Context: an optimization exercise on an open-source flow, tuned for small area. The choices shown serve that exercise and are no tape-out recipe. Function was checked by simulation only, so behaviour that the tests miss may differ from the original.

==> flow/design.v (outline; a module is shown in full before it is edited, if it fits) <==
// module fa: 10 lines
// module pw_conv: 27 lines
// module ds_block_top: 1198 lines
module ds_block_top #(
    parameter int IMG_W  = 6,
    parameter int IMG_H  = 5,
    parameter int STRIDE = 1
) (
    input  wire                                    clk,
    input  wire                                    rstn,
    input  wire                                    in_valid,
    input  wire  [ds_pkg::NCH*ds_pkg::ACT_W-1:0]   in_pix,
    output logic                                   out_valid,
    output logic [ds_pkg::NOUT*ds_pkg::ACT_W-1:0]  out_pix
);
  // ...
==> flow/flow/run.sh <==
#!/bin/bash
# The standard layout with two changes: the port buffers are the smallest
# buffer (sky130_fd_sc_hd__buf_1) rather than the one buffer_ports picks by
# default, and clock tree synthesis adds no dummy loads. The clustering
# settings repeat config.mk's. The constant outputs share one tie cell.
set -euo pipefail
export BUFFER_PORTS_ARGS="-buffer_cell sky130_fd_sc_hd__buf_1"
export SKIP_REPAIR_TIE_FANOUT=1
export CTS_ARGS="-sink_clustering_enable -repair_clock_nets -sink_clustering_size 24 -sink_clustering_max_diameter 120 -buf_list sky130_fd_sc_hd__clkbuf_16 -dont_use_dummy_load"
bash standard.sh > standard.log 2>&1
==> flow/standard.sh <==
#!/bin/bash
# synth_recipe.tcl (not shown) runs the flow's synth.tcl, then flattens the netlist and writes it again
# the make line also repeats each setting of config.mk as NAME=value (left out here)
make -C /OpenROAD-flow-scripts/flow DESIGN_CONFIG=/design/flow/config.mk WORK_HOME=/design/flow/orfs CLKGATE_MAP_FILE= SYNTH_SCRIPT=/design/flow/synth_recipe.tcl "${@:-finish}"
==> flow/config.mk <==
export PLATFORM = sky130hd
export DESIGN_NAME = ds_block_top
export DESIGN_NICKNAME = ds_block_top
export VERILOG_FILES = /design/flow/design.v
export SDC_FILE = /design/flow/constraint.sdc
export NUM_CORES = 4
export LEC_CHECK = 0
export CAP_MARGIN = 20
export CORE_MARGIN = 2
export CORE_UTILIZATION = 40
export CTS_BUF_LIST = sky130_fd_sc_hd__clkbuf_16
export CTS_CLUSTER_DIAMETER = 120
export CTS_CLUSTER_SIZE = 24
export SLEW_MARGIN = 20
export SYNTH_HIERARCHICAL = 1
export SYNTH_MINIMUM_KEEP_SIZE = 0
==> flow/constraint.sdc <==
create_clock -name core_clock -period 8.0 [get_ports {clk}]
set_input_delay 1.6000 -clock core_clock [delete_from_list [all_inputs] [get_ports {clk}]]
set_output_delay 1.6000 -clock core_clock [all_outputs]
set_load 0.01 [all_outputs]
==> impl_metrics.tcl, run 1 <==
set metrics [dict create \
    top_register "sr" \
    yosys_register_bits 489 \
    start_util_pct 40.5 \
    gp_congestion 0.900 \
    synth_top_family_by_area "adder cells" \
    fin_util_pct 43.2 \
    end_kind "flip-flop" \
    ant_nets 0 \
    yosys.cell_count.top_type "edfxtp_1" \
    grt_max_degree 131 \
    synth_warnings 9 \
    final_layout_size_suffix_gt1_share_pct 3.29 \
    cp_slowest_stage_delay_ns 0.67 \
    pin_count 100 \
    clk_latency_ns 0.61 \
    outcome "timing/DRC/antenna clean" \
    rows 96 \
    finalSetupViolCount 0 \
    dr.pass1.iters 7 \
    cts_setup_buffers 0 \
    synth_edf_count 448 \
    sh_seq_area_pct 48.3 \
    num-multi-input-gates 1239 \
    hold_violations 0 \
]
==> run 2: changes to the inputs <==
--- a/flow/design.v
+++ b/flow/design.v
@@ -63,16 +63,20 @@
     input  wire  [ds_pkg::NCH*ds_pkg::ACT_W-1:0]   in_pix,
     output logic                                   out_valid,
     output logic [ds_pkg::NOUT*ds_pkg::ACT_W-1:0]  out_pix
 );
     logic [2:0]  col, row;
     logic [2:0]  ncol, nrow;
     logic        drain, adv, emit;
     logic        ok_l, ok_r, ok_t, ok_b;
+    assign ok_l = (col != 3'd1);
+    assign ok_r = (col != 3'd0);
+    assign ok_t = (col == 3'd0) ? (row != 3'd2) : (row != 3'd1);
+    assign ok_b = (col == 3'd0) ? (row != 3'd6) : (row != 3'd5);
     assign drain = (row == 3'd5) || (row == 3'd6);
     assign adv   = in_valid || drain;
     assign emit  = adv && (row != 3'd0) && !(row == 3'd1 && col == 3'd0);
     always_comb begin
         if (row == 3'd6) begin
             ncol = 3'd0;
             nrow = 3'd0;
         end else if (col == 3'd5) begin
@@ -82,27 +86,19 @@
             ncol = col + 3'd1;
             nrow = row;
         end
     end
     always_ff @(posedge clk or negedge rstn) begin
         if (!rstn) begin
             col   <= '0;
             row   <= '0;
-            ok_l  <= 1'b1;
-            ok_r  <= 1'b0;
-            ok_t  <= 1'b1;
-            ok_b  <= 1'b1;
         end else if (adv) begin
             col   <= ncol;
             row   <= nrow;
-            ok_l  <= (ncol != 3'd1);
-            ok_r  <= (ncol != 3'd0);
-            ok_t  <= (ncol == 3'd0) ? (nrow != 3'd2) : (nrow != 3'd1);
-            ok_b  <= (ncol == 3'd0) ? (nrow != 3'd6) : (nrow != 3'd5);
         end
     end
     logic [31:0] sr [1:14];
     always_ff @(posedge clk) begin
         if (adv) begin
             sr[1] <= in_pix;
             for (int i = 2; i <= 14; i++) sr[i] <= sr[i-1];
         end
==> run 2 against run 1 <==
Non-clock buffer count rose by 1. Highest routed layer unchanged. Maximum frequency fell by 3.9%. Wire length rose by 1.0%. Clock skew fell by 0.0082 ns. Die area fell by 0.63%. Critical path depth rose by 6. Setup slack got worse by 0.30 ns. Worst hold slack improved by 0.059 ns. Flip-flop and latch count fell by 4.
==> impl_metrics.tcl, run 2 <==
set metrics [dict create \
    ant_nets 0 \
    grt_pass1_wl_um 90600 \
    finalWirelength_um 56600 \
    drcViolationCount 0 \
    dp_hpwl_um 43900 \
    synthCells 1899 \
    ys_seq_area_share_pct 51.5 \
    viasPerCell 5.11 \
    gp_congestion 0.923 \
    yosysUniqueCellTypes 68 \
    start_util_pct 40.4 \
    drv_slew 0 \
    grt_usage_pct 16.5 \
    crit_top_cell "fa_1" \
    fill_cells 6158 \
    path_delay_family "adder cells" \
    path_clk_slew_ns 0.11 \
    wl_per_cell_um 19.9 \
    pin_count 100 \
    grt_pass1_vias 16000 \
    synth_warnings 9 \
    largest_reg_flops 448 \
    die_area_sq_mm 0.0712 \
    clock-sinks 485 \
    fin_crit_sh_pct 96.1 \
    final_cell_mix "edfxtp_1 (448), fa_1 (350), nand2_1 (261)" \
    synth_largest_area_cell "edfxtp_1" \
    cap_viol_max_count 0 \
    dr.pass1.iters 5 \
    grt_max_degree 192 \
    relSlewSlack_pct 25.4 \
    syn_avg_cell_area_sq_um 14.5 \
    cp_slowest_stage_delay_ns 0.51 \
    critical_path.slowest_cell "fa_1" \
    cts_tree "done" \
    dieHeight_um 267 \
    layout_commonest_cell "edfxtp_1" \
    top_register "sr" \
    vias 14520 \
    synthFlopType "edfxtp_1" \
    min_period_ns 7.68 \
    critPathLaunchType "flip-flop" \
    final_cell_area_sq_mm 0.0296 \
    synth_top_area_share_pct 48.7 \
    port_buffers 76 \
    antenna_found_initial 1 \
    num-nets-final 2463 \
    finClkSkew_ns 0.0760 \
    drt-initial-drc-count 966 \
    gr-total-overflow 0 \
    synth_edf_count 448 \
    path_max_fanout 13 \
    path_class "flip-flop to flip-flop" \
    final_layout_size_suffix_gt1_share_pct 4.19 \
    area_growth_pct 7.02 \
    cts_buffers 24 \
    synthTopCellsByArea "edfxtp_1 (49%), fa_1 (26%), ha_1 (5.3%)" \
    rows 96 \
    clk_latency_ns 0.61 \
    end_kind "flip-flop" \
    yosys.cell_count.top_type "edfxtp_1" \
    coreArea_sq_mm 0.0685 \
    outcome "timing/DRC/antenna clean" \
    cp_num_buf_inv 2 \
    top_regs "sr: 448 flops, d0: 15 flops, d1: 15 flops" \
    cts-root-buf "clkbuf_16" \
    placed_area_sq_mm 0.0289 \
    cts_max_level 1 \
    yosys_register_bits 485 \
    hold_path_class "flip-flop to flip-flop" \
    holdWs_ns 0.404 \
    syn_area_sq_mm 0.0276 \
    fin_util_pct 43.2 \
    finalSetupViolCount 0 \
    worstPathRequired_ns 8.51 \
    chipWidth_um 267 \
    worst_pin_slew_ns 1.09 \
    tns_ns 0 \
    cts.hold.buffers_added 0 \
    ctsLongestPathBuffers 3 \
    worstPathArrival_ns 8.20 \
    hold_violations 0 \
    fmax_mhz 130 \
    async_reset_ff_share_pct 1.44 \
    syn_nets 2403 \
    synth_common_cells "edfxtp_1 (448), fa_1 (352), nand2_1 (267)" \
]
run 2: changes by cell type after synthesis, sizes merged, moves of 4 or more:
| cell | before | now |
|---|---|---|
| nor2 | 115 | 97 |
| ha | 121 | 117 |
| or3 | 4 | 8 |
| a21oi | 70 | 59 |
| inv | 127 | 131 |
| nor3 | 24 | 12 |
| and3 | 8 | 25 |
run 2: final timing paths:
check	from	to	slack (ns)	cells past startpoint
worst max-delay path	col[2]$_DFFE_PN0P_	d1[10]$_SDFF_PP0_	0.32	25
worst min-delay path	sr[13][10]$_DFFE_PP_	sr[14][10]$_DFFE_PP_	0.40	0
worst max register to register	col[2]$_DFFE_PN0P_	d1[10]$_SDFF_PP0_	0.32	25
worst min register to register	sr[13][10]$_DFFE_PP_	sr[14][10]$_DFFE_PP_	0.40	0
max in group asynchronous	rstn	col[2]$_DFFE_PN0P_	6.79	1
min in group asynchronous	rstn	out_valid$_DFF_PN0_	0.90	1
run 2: cell type report:
type	instances	area [sq um]	area share, %
Sequential cell	485	14200	48.1
Multi-Input combinational cell	1222	12700	42.8
Tap cell	882	1100	3.73
Clock buffer	24	601	2.03
Inverter	131	495	1.68
Timing Repair Buffer	95	480	1.62
Antenna cell	1	2.50	0.00846
run 2: stage by stage:
stage                     setup slack (ns)  cells
after floorplan                     -0.934   1899
after global placement               0.243   2813
after detailed placement             0.116   2813
after CTS                           0.0899   2837
after global routing               -0.0287   2839
final                                0.315   2840
run 2: modules after synthesis (local to each module, per instance):
module        cell area [sq um]  times used
fa                         20.0         351
ds_block_top              17400           1
pw_conv                    3210           1
run 2: cells by family after synthesis:
family / count (synthesis) / synth area share (%)
AOI/OAI and AO/OA: 211 / 5.07
adders and majority gates: 469 / 30.8
DFF: 485 / 51.5
other: 1 / 0.0136
buffers and inverters: 193 / 3.02
and+or+nand+nor: 475 / 7.48
muxes: 3 / 0.149
xor gates and xnor gates: 62 / 1.97
run 2: what timing repair did:
action,4_1_cts,5_1_grt
gates resized for setup,0,24
setup endpoints to repair,0,29
setup buffers,0,1
run 2: layer usage:
layer	global-route usage (%)	wire, um	up-vias
met1	23.6	26700	7579
met4	3.70	1210	0
met2	27.3	26900	244
li1	-	-	6631
met5	0	0	-
met3	1.87	1870	66
==> module pw_conv, before the edit <==
module pw_conv (
    input  wire [14:0] d0,
    input  wire [14:0] d1,
    output logic [63:0] act
);
    logic signed [16:0] t;       
    logic               tp;      
    logic signed [18:0] xa;
    logic        [14:0] xm;
    logic signed [18:0] x;       
    logic signed [18:0] s2;
    logic signed [17:0] s3;
    assign t  = $signed({2'b00, d1}) - $signed({2'b00, d0});
    assign tp = !t[16];
    assign xa = tp ? {t, 2'b00} : $signed({4'b0000, d0});
    assign xm = tp ? d0 : d1;
    assign x  = xa - $signed({3'b000, xm, 1'b0});
    assign s2 = 19'sd5 * t;
    assign s3 = $signed({2'b00, d0, 1'b0}) - $signed({3'b000, d1});
    always_comb begin
        act = '0;
        act[10:0]  = (tp && !x[18]) ? x[16:6] : 11'd0;
        act[24:16] = (!tp && !x[18]) ? x[14:6] : 9'd0;
        act[42:32] = s2[18] ? 11'd0 : s2[16:6];
        act[57:48] = s3[17] ? 10'd0 : s3[15:6];
    end
endmodule
==> run 3: changes to the inputs <==
--- a/flow/design.v
+++ b/flow/design.v
@@ -32,14 +32,14 @@
     logic signed [18:0] xa;
     logic        [14:0] xm;
     logic signed [18:0] x;       
-    logic signed [18:0] s2;
-    logic signed [17:0] s3;
+    logic signed [18:0] s2;      
+    logic signed [17:0] s3;      
     assign t  = $signed({2'b00, d1}) - $signed({2'b00, d0});
-    assign tp = !t[16];
+    assign tp = (d1 >= d0);
     assign xa = tp ? {t, 2'b00} : $signed({4'b0000, d0});
     assign xm = tp ? d0 : d1;
     assign x  = xa - $signed({3'b000, xm, 1'b0});
-    assign s2 = 19'sd5 * t;
+    assign s2 = $signed({t, 2'b00}) + t;
     assign s3 = $signed({2'b00, d0, 1'b0}) - $signed({3'b000, d1});
     always_comb begin
         act = '0;
==> run 3 against run 2 <==
Critical path type unchanged. Wire length about the same. Core utilization rose by 0.15 points.
==> impl_metrics.tcl, run 3 <==
set metrics [dict create \
    outcome "timing/DRC/antenna clean" \
    setup.worst_path.start "col[1]$_DFFE_PN0P_" \
    ys_seq_area_share_pct 52.2 \
    relSlewSlack_pct 30.0 \
    die_area_sq_mm 0.0703 \
    top_regs "sr: 448 flops, d0: 15 flops, d1: 15 flops" \
    synthCells 1858 \
    fill_cells 6040 \
    drv_slew 0 \
    largest_reg_flops 448 \
    synthTopCellsByArea "edfxtp_1 (49%), fa_1 (26%), ha_1 (4.7%)" \
    end_kind "flip-flop" \
    gp_congestion 0.917 \
    ant_nets 0 \
    tns_ns 0 \
    hold_violations 0 \
    cts.hold.buffers_added 0 \
    coreArea_sq_mm 0.0674 \
    viasPerCell 5.08 \
    holdWs_ns 0.390 \
    syn_area_sq_mm 0.0273 \
    rows 95 \
    fin_crit_sh_pct 96.4 \
    syn_nets 2347 \
    synth_edf_count 448 \
    pin_count 100 \
    area_growth_pct 7.06 \
    fmax_mhz 130 \
    top_register "sr" \
    gr-total-overflow 0 \
    worstPathArrival_ns 8.15 \
    dieHeight_um 265 \
    grt_pass1_wl_um 89200 \
    chipWidth_um 265 \
    antenna_found_initial 1 \
    cts_tree "done" \
    finalSetupViolCount 0 \
    syn_avg_cell_area_sq_um 14.7 \
    synthFlopType "edfxtp_1" \
    rsz0062_at_grt "true" \
    dp_hpwl_um 44300 \
    cts_buffers 24 \
    critPathLaunchType "flip-flop" \
    drt-initial-drc-count 1108 \
    grt_max_degree 193 \
    min_period_ns 7.71 \
    wl_per_cell_um 20.2 \
    yosysUniqueCellTypes 67 \
    port_buffers 76 \
    path_max_fanout 13 \
    hold_path_class "flip-flop to flip-flop" \
    diodes 0 \
    synth_warnings 9 \
    clk_latency_ns 0.58 \
    hp-start "sr[11][18]$_DFFE_PP_" \
    path_class "flip-flop to flip-flop" \
    ctsLongestPathBuffers 3 \
    r2r-start "col[1]$_DFFE_PN0P_" \
    clock-sinks 485 \
    final_cell_mix "edfxtp_1 (448), fa_1 (352), nand2_1 (265)" \
    drcViolationCount 0 \
    vias 14217 \
    worstPathRequired_ns 8.44 \
    finalWirelength_um 56600 \
    fin_util_pct 43.3 \
    synth_top_area_share_pct 49.3 \
    worst_pin_slew_ns 1.05 \
    cap_viol_max_count 0 \
    start_util_pct 40.5 \
    layout_commonest_cell "edfxtp_1" \
    cts-root-buf "clkbuf_16" \
    grt_pass1_vias 15433 \
    finClkSkew_ns 0.0679 \
    async_reset_ff_share_pct 1.44 \
    grt_usage_pct 16.5 \
    num-nets-final 2414 \
    dr.pass1.iters 7 \
    final_layout_size_suffix_gt1_share_pct 4.42 \
    path_clk_slew_ns 0.09 \
    yosys_register_bits 485 \
    cts_max_level 1 \
    synth_common_cells "edfxtp_1 (448), fa_1 (352), nand2_1 (268)" \
    yosys.cell_count.top_type "edfxtp_1" \
    synth_largest_area_cell "edfxtp_1" \
]
## run 3: cell type report
cell class / instances / area, sq um / area share [%]
timing repair buffer: 102 / 509 / 1.74
tap: 873 / 1090 / 3.74
clock buffer: 24 / 601 / 2.06
multi-input combinational: 1186 / 12300 / 42.1
inverter: 126 / 477 / 1.63
sequential: 485 / 14200 / 48.7
## run 3: kinds of logic (layout without fill, tap and decap cells)
group | after synthesis | in the layout | share of synthesized area [%]
flip-flops | 485 | 485 | 52.2
AND/OR/NAND/NOR | 481 | 481 | 7.73
adder cells (fa/ha/maj) | 454 | 454 | 30.5
AO/OA/AOI/OAI | 188 | 188 | 4.64
buffers and inverters | 187 | 252 | 2.95
XOR/XNOR | 60 | 60 | 1.93
multiplexers | 2 | 2 | 0.0825
other | 1 | 1 | 0.0137
## run 3: path summary, 6_finish.rpt
path | to | slack (ns) | cells after the start
hold / removal | sr[12][18]$_DFFE_PP_ | 0.39 | 0
max in group asynchronous | row[0]$_DFFE_PN0P_ | 6.77 | 1
min in group asynchronous | row[1]$_DFFE_PN0P_ | 0.92 | 1
setup / recovery | d1[12]$_SDFF_PP0_ | 0.29 | 26
setup reg to reg | d1[12]$_SDFF_PP0_ | 0.29 | 26
hold reg to reg | sr[12][18]$_DFFE_PP_ | 0.39 | 0
## run 3: Yosys stat by module, one instance, submodules excluded
module        copies in the design  cell area, sq um  flip-flops and latches  cells
pw_conv                          1              2860                       0    431
fa                             351              20.0                       0      1
ds_block_top                     1             17400                     485   1076
## run 3: metal layers
layer | global-route usage, % | wire [um] | vias to the layer above
li1 | - | - | 6470
met1 | 24.4 | 27500 | 7485
met2 | 26.8 | 26400 | 216
met3 | 1.86 | 1830 | 46
met4 | 3.11 | 882 | 0
met5 | 0 | 0 | -
## run 3: timing repair
item	CTS	global route
pin swaps	0	1
setup endpoints to repair	1	29
buffers inserted	0	1
resized for setup	1	10
## run 3: stage by stage
| stage | setup slack, ns | cells | area [sq um] |
|---|---|---|---|
| 2_1_floorplan | -0.934 | 1858 | 27300 |
| 3_3_place_gp | 0.221 | 2771 | 28600 |
| 3_5_place_dp | 0.0739 | 2771 | 28600 |
| 4_1_cts | 0.0843 | 2795 | 29200 |
| 5_1_grt | -0.0555 | 2796 | 29200 |
| 6_report | 0.291 | 2796 | 29200 |
## run 3: critical path, cell delays in order (launching register included)
cell and delay, ns:
dfrtp_1 0.43, or3_1 0.39, nand2_1 0.10, nor2_1 0.05, a21oi_2 0.13, or2_4 0.20, nand2_1 0.16, fa_1 0.48
fa_1 0.45, fa_1 0.47, fa_1 0.51, fa_1 0.16, inv_1 0.05, fa_1 0.38, fa_1 0.49, inv_1 0.05
fa_1 0.47, inv_1 0.05, fa_1 0.39, ha_1 0.37, a31o_2 0.27, a31oi_2 0.22, a21oi_2 0.08, o311a_1 0.35
o2111a_1 0.26, or3_4 0.39, and3_1 0.20
==> run 4: changes to the inputs <==
--- a/flow/flow/run.sh
+++ b/flow/flow/run.sh
@@ -6,5 +6,5 @@
 set -euo pipefail
 export BUFFER_PORTS_ARGS="-buffer_cell sky130_fd_sc_hd__buf_1"
 export SKIP_REPAIR_TIE_FANOUT=1
-export CTS_ARGS="-sink_clustering_enable -repair_clock_nets -sink_clustering_size 24 -sink_clustering_max_diameter 120 -buf_list sky130_fd_sc_hd__clkbuf_16 -dont_use_dummy_load"
+export CTS_ARGS="-sink_clustering_enable -repair_clock_nets -sink_clustering_size 16 -sink_clustering_max_diameter 100 -buf_list sky130_fd_sc_hd__clkbuf_8 -dont_use_dummy_load"
 bash standard.sh > standard.log 2>&1
--- a/flow/config.mk
+++ b/flow/config.mk
@@ -8,9 +8,9 @@
 export CAP_MARGIN = 20
 export CORE_MARGIN = 2
 export CORE_UTILIZATION = 40
-export CTS_BUF_LIST = sky130_fd_sc_hd__clkbuf_16
-export CTS_CLUSTER_DIAMETER = 120
-export CTS_CLUSTER_SIZE = 24
+export CTS_BUF_LIST = sky130_fd_sc_hd__clkbuf_8
+export CTS_CLUSTER_DIAMETER = 100
+export CTS_CLUSTER_SIZE = 16
 export SLEW_MARGIN = 20
 export SYNTH_HIERARCHICAL = 1
 export SYNTH_MINIMUM_KEEP_SIZE = 0
==> run 4 against run 3 <==
Register-to-register slack about the same. First-iteration DRC count increased by 6.8%. Count of clock-buffer cells in the layout is 13 higher. Still clean on timing, DRC and antenna. Worst hold slack worse by 0.018 ns. Design area down 0.24%.
==> impl_metrics.tcl, run 4 <==
set metrics [dict create \
    outcome "timing/DRC/antenna clean" \
    wl_met2_um 26500 \
    hold_path_class "flip-flop to flip-flop" \
    layout_commonest_cell "edfxtp_1" \
    grt_pass1_wl_um 89700 \
    num-nets-final 2427 \
    dr.pass1.iters 7 \
    ff2ff_setup_slack_ns 0.30 \
    dp_hpwl_um 44300 \
    synth_common_cells "edfxtp_1 (448), fa_1 (352), nand2_1 (268)" \
    relSlewSlack_pct 26.9 \
    synthFlopType "edfxtp_1" \
    cts.hold.buffers_added 0 \
    syn_area_sq_mm 0.0273 \
    path_max_fanout 13 \
    placed_area_sq_mm 0.0286 \
    start_util_pct 40.5 \
    dieHeight_um 265 \
    worst-r2r-cell-count 26 \
    end_kind "flip-flop" \
    syn_nets 2347 \
    grt_usage_pct 16.7 \
    synthTopCellsByArea "edfxtp_1 (49%), fa_1 (26%), ha_1 (4.7%)" \
    route.met3.wl_um 2010 \
    ant_nets 0 \
    min_period_ns 7.70 \
    r2r-start "col[1]$_DFFE_PN0P_" \
    gr-total-overflow 0 \
    synth_warnings 9 \
    cap_viol_max_count 0 \
    wl_met1_um 27300 \
    hold_violations 0 \
    finalSetupViolCount 0 \
    wl_per_cell_um 20.2 \
    port_buffers 76 \
    fmax_mhz 130 \
    yosys.cell_count.top_type "edfxtp_1" \
    setup.worst_path.start "col[1]$_DFFE_PN0P_" \
    final_layout_size_suffix_gt1_share_pct 5.11 \
    pin_count 100 \
    r2r-end "d1[12]$_SDFF_PP0_" \
    syn_avg_cell_area_sq_um 14.7 \
    rows 95 \
    clk_latency_ns 0.62 \
    path_clk_slew_ns 0.10 \
    antenna_found_initial 2 \
    drcViolationCount 0 \
    coreArea_sq_mm 0.0674 \
    synthCells 1858 \
    ys_seq_area_share_pct 52.2 \
    fin_crit_sh_pct 96.2 \
    final_cell_area_sq_mm 0.0291 \
    cts_buffers 37 \
    worstPathArrival_ns 8.14 \
    top_regs "sr: 448 flops, d0: 15 flops, d1: 15 flops" \
    holdWs_ns 0.372 \
    async_reset_ff_share_pct 1.44 \
    grt_max_degree 193 \
    worst_pin_slew_ns 1.10 \
    path_class "flip-flop to flip-flop" \
    chipWidth_um 265 \
    final_cell_mix "edfxtp_1 (448), fa_1 (352), nand2_1 (264)" \
    finalWirelength_um 56800 \
    drt-initial-drc-count 1183 \
    die_area_sq_mm 0.0703 \
    grt_pass1_vias 15522 \
    cts_max_level 2 \
    synth_largest_area_cell "edfxtp_1" \
    synth_top_area_share_pct 49.3 \
    dr.max_layer_used "met4" \
    cts_tree "done" \
    finClkSkew_ns 0.115 \
    worstPathRequired_ns 8.44 \
    synth_edf_count 448 \
    vias 14294 \
    yosysUniqueCellTypes 67 \
    largest_reg_flops 448 \
    clock-sinks 485 \
    viasPerCell 5.08 \
    ctsLongestPathBuffers 3 \
    top_register "sr" \
    drv_slew 0 \
    cts-root-buf "clkbuf_8" \
    yosys_register_bits 485 \
    critPathLaunchType "flip-flop" \
    critPathCapture "d1[12]$_SDFF_PP0_" \
    gp_congestion 0.917 \
    area_growth_pct 6.81 \
]
run 4: cell counts after synthesis:
No cell type changed its count.
run 4: area by class of cell:
type,count,area (sq um)
timing repair buffer,102,513
clock buffer,37,509
tap,873,1090
inverter,126,477
sequential,485,14200
multi-input combinational,1186,12300
fill,6050,38300
antenna,3,7.51
run 4: per-module statistics from Yosys (local to each module, per instance):
module | flip-flops and latches | cells inside | cell area (sq um) | copies in the design
fa | 0 | 1 | 20.0 | 351
pw_conv | 0 | 431 | 2860 | 1
ds_block_top | 485 | 1076 | 17400 | 1
run 4: logic make-up (layout without fill, tap and decap cells):
family,count (synthesis),in the layout,synth area share (%)
compound gates,188,188,4.64
xor+xnor,60,60,1.93
fa+ha+maj,454,454,30.5
buf+inv,187,265,2.95
flops,485,485,52.2
mux,2,2,0.0825
other cells,1,4,0.0137
simple gates,481,481,7.73
run 4: worst min-delay path by stage:
stage                               startpoint                    to  slack [ns]  depth (start not counted)
final                      sr[5][26]$_DFFE_PP_   sr[6][26]$_DFFE_PP_        0.37                          0
after global routing       sr[5][26]$_DFFE_PP_   sr[6][26]$_DFFE_PP_        0.37                          0
after CTS                  sr[5][26]$_DFFE_PP_   sr[6][26]$_DFFE_PP_        0.35                          0
after detailed placement  sr[10][25]$_DFFE_PP_  sr[11][25]$_DFFE_PP_        0.40                          0
after global placement      sr[5][9]$_DFFE_PP_    sr[6][9]$_DFFE_PP_        0.40                          0
after floorplan             sr[9][0]$_DFFE_PP_   sr[10][0]$_DFFE_PP_        0.40                          0
run 4: what timing repair did:
action,4_1_cts,5_1_grt
endpoints found under the setup margin,3,25
gates resized for setup,1,13
pin swaps,0,1
hold endpoints to repair,0,0
setup buffers,0,1
run 4: layer usage:
layer  vias up  track usage, %
met5         -               0
met4         0            3.65
met3        61            2.24
met2       247            26.8
met1      7488            24.4
li1       6498               -
run 4: metrics by stage:
stage                     std cells  setup slack, ns  setup TNS, ns  utilization (%)
after detailed placement       2771           0.0739              0             42.4
after floorplan                1858           -0.934        -419.76                -
after global routing           2812          -0.0140        -0.0302             43.2
final                          2812            0.301              0             43.2
after CTS                      2808           0.0718              0             43.1
after global placement         2771            0.221              0             42.4
run 4: critical path: stages (launching register included):
cell and delay, ns:
dfrtp_1 0.43, or3_1 0.39, nand2_1 0.10, nor2_1 0.05
a21oi_2 0.13, or2_4 0.20, nand2_1 0.16, fa_1 0.48
fa_1 0.45, fa_1 0.47, fa_1 0.52, fa_1 0.17
inv_1 0.05, fa_1 0.38, fa_1 0.49, inv_1 0.05
fa_1 0.47, inv_1 0.05, fa_1 0.39, ha_1 0.36
a31o_2 0.29, a31oi_4 0.20, a21oi_2 0.08, o311a_1 0.34
o2111a_1 0.26, or3_4 0.39, and3_1 0.20

==> separate check: timing with driven ports <==
In the flow no input, the clock included, has a driving cell. The finished layouts below were timed again as built, in two steps.
Step 1 sets driving cells, clkbuf_16 on the clock port and buf_2 on the other inputs (assumed; they add their load-dependent delay and slew).
Step 2 moves the port delays by t, midway between the first and last clock arrival at a register: inputs arrive t later, outputs are due t later. That takes back most of the time a late clock gives input paths.
a / b / c = ideal ports / drivers / drivers and shift; a / b = the first two.
run | t, ns | setup WS [ns] | worst hold slack (ns) | worst slew at a driven data input, ns | pins driven straight from the clock port
run 1 | 0.632 | 0.614 / 0.557 / 0.614 | 0.345 / 0.345 / 0.345 | 0.06 | 1
run 2 | 0.628 | 0.315 / 0.315 / 0.315 | 0.404 / 0.404 / 0.404 | 0.04 | 1
run 3 | 0.615 | 0.291 / 0.291 / 0.291 | 0.390 / 0.390 / 0.390 | 0.04 | 1
run 4 | 0.627 | 0.301 / 0.301 / 0.301 | 0.372 / 0.372 / 0.372 | 0.04 | 1
After both steps setup and hold are still met in every run listed.
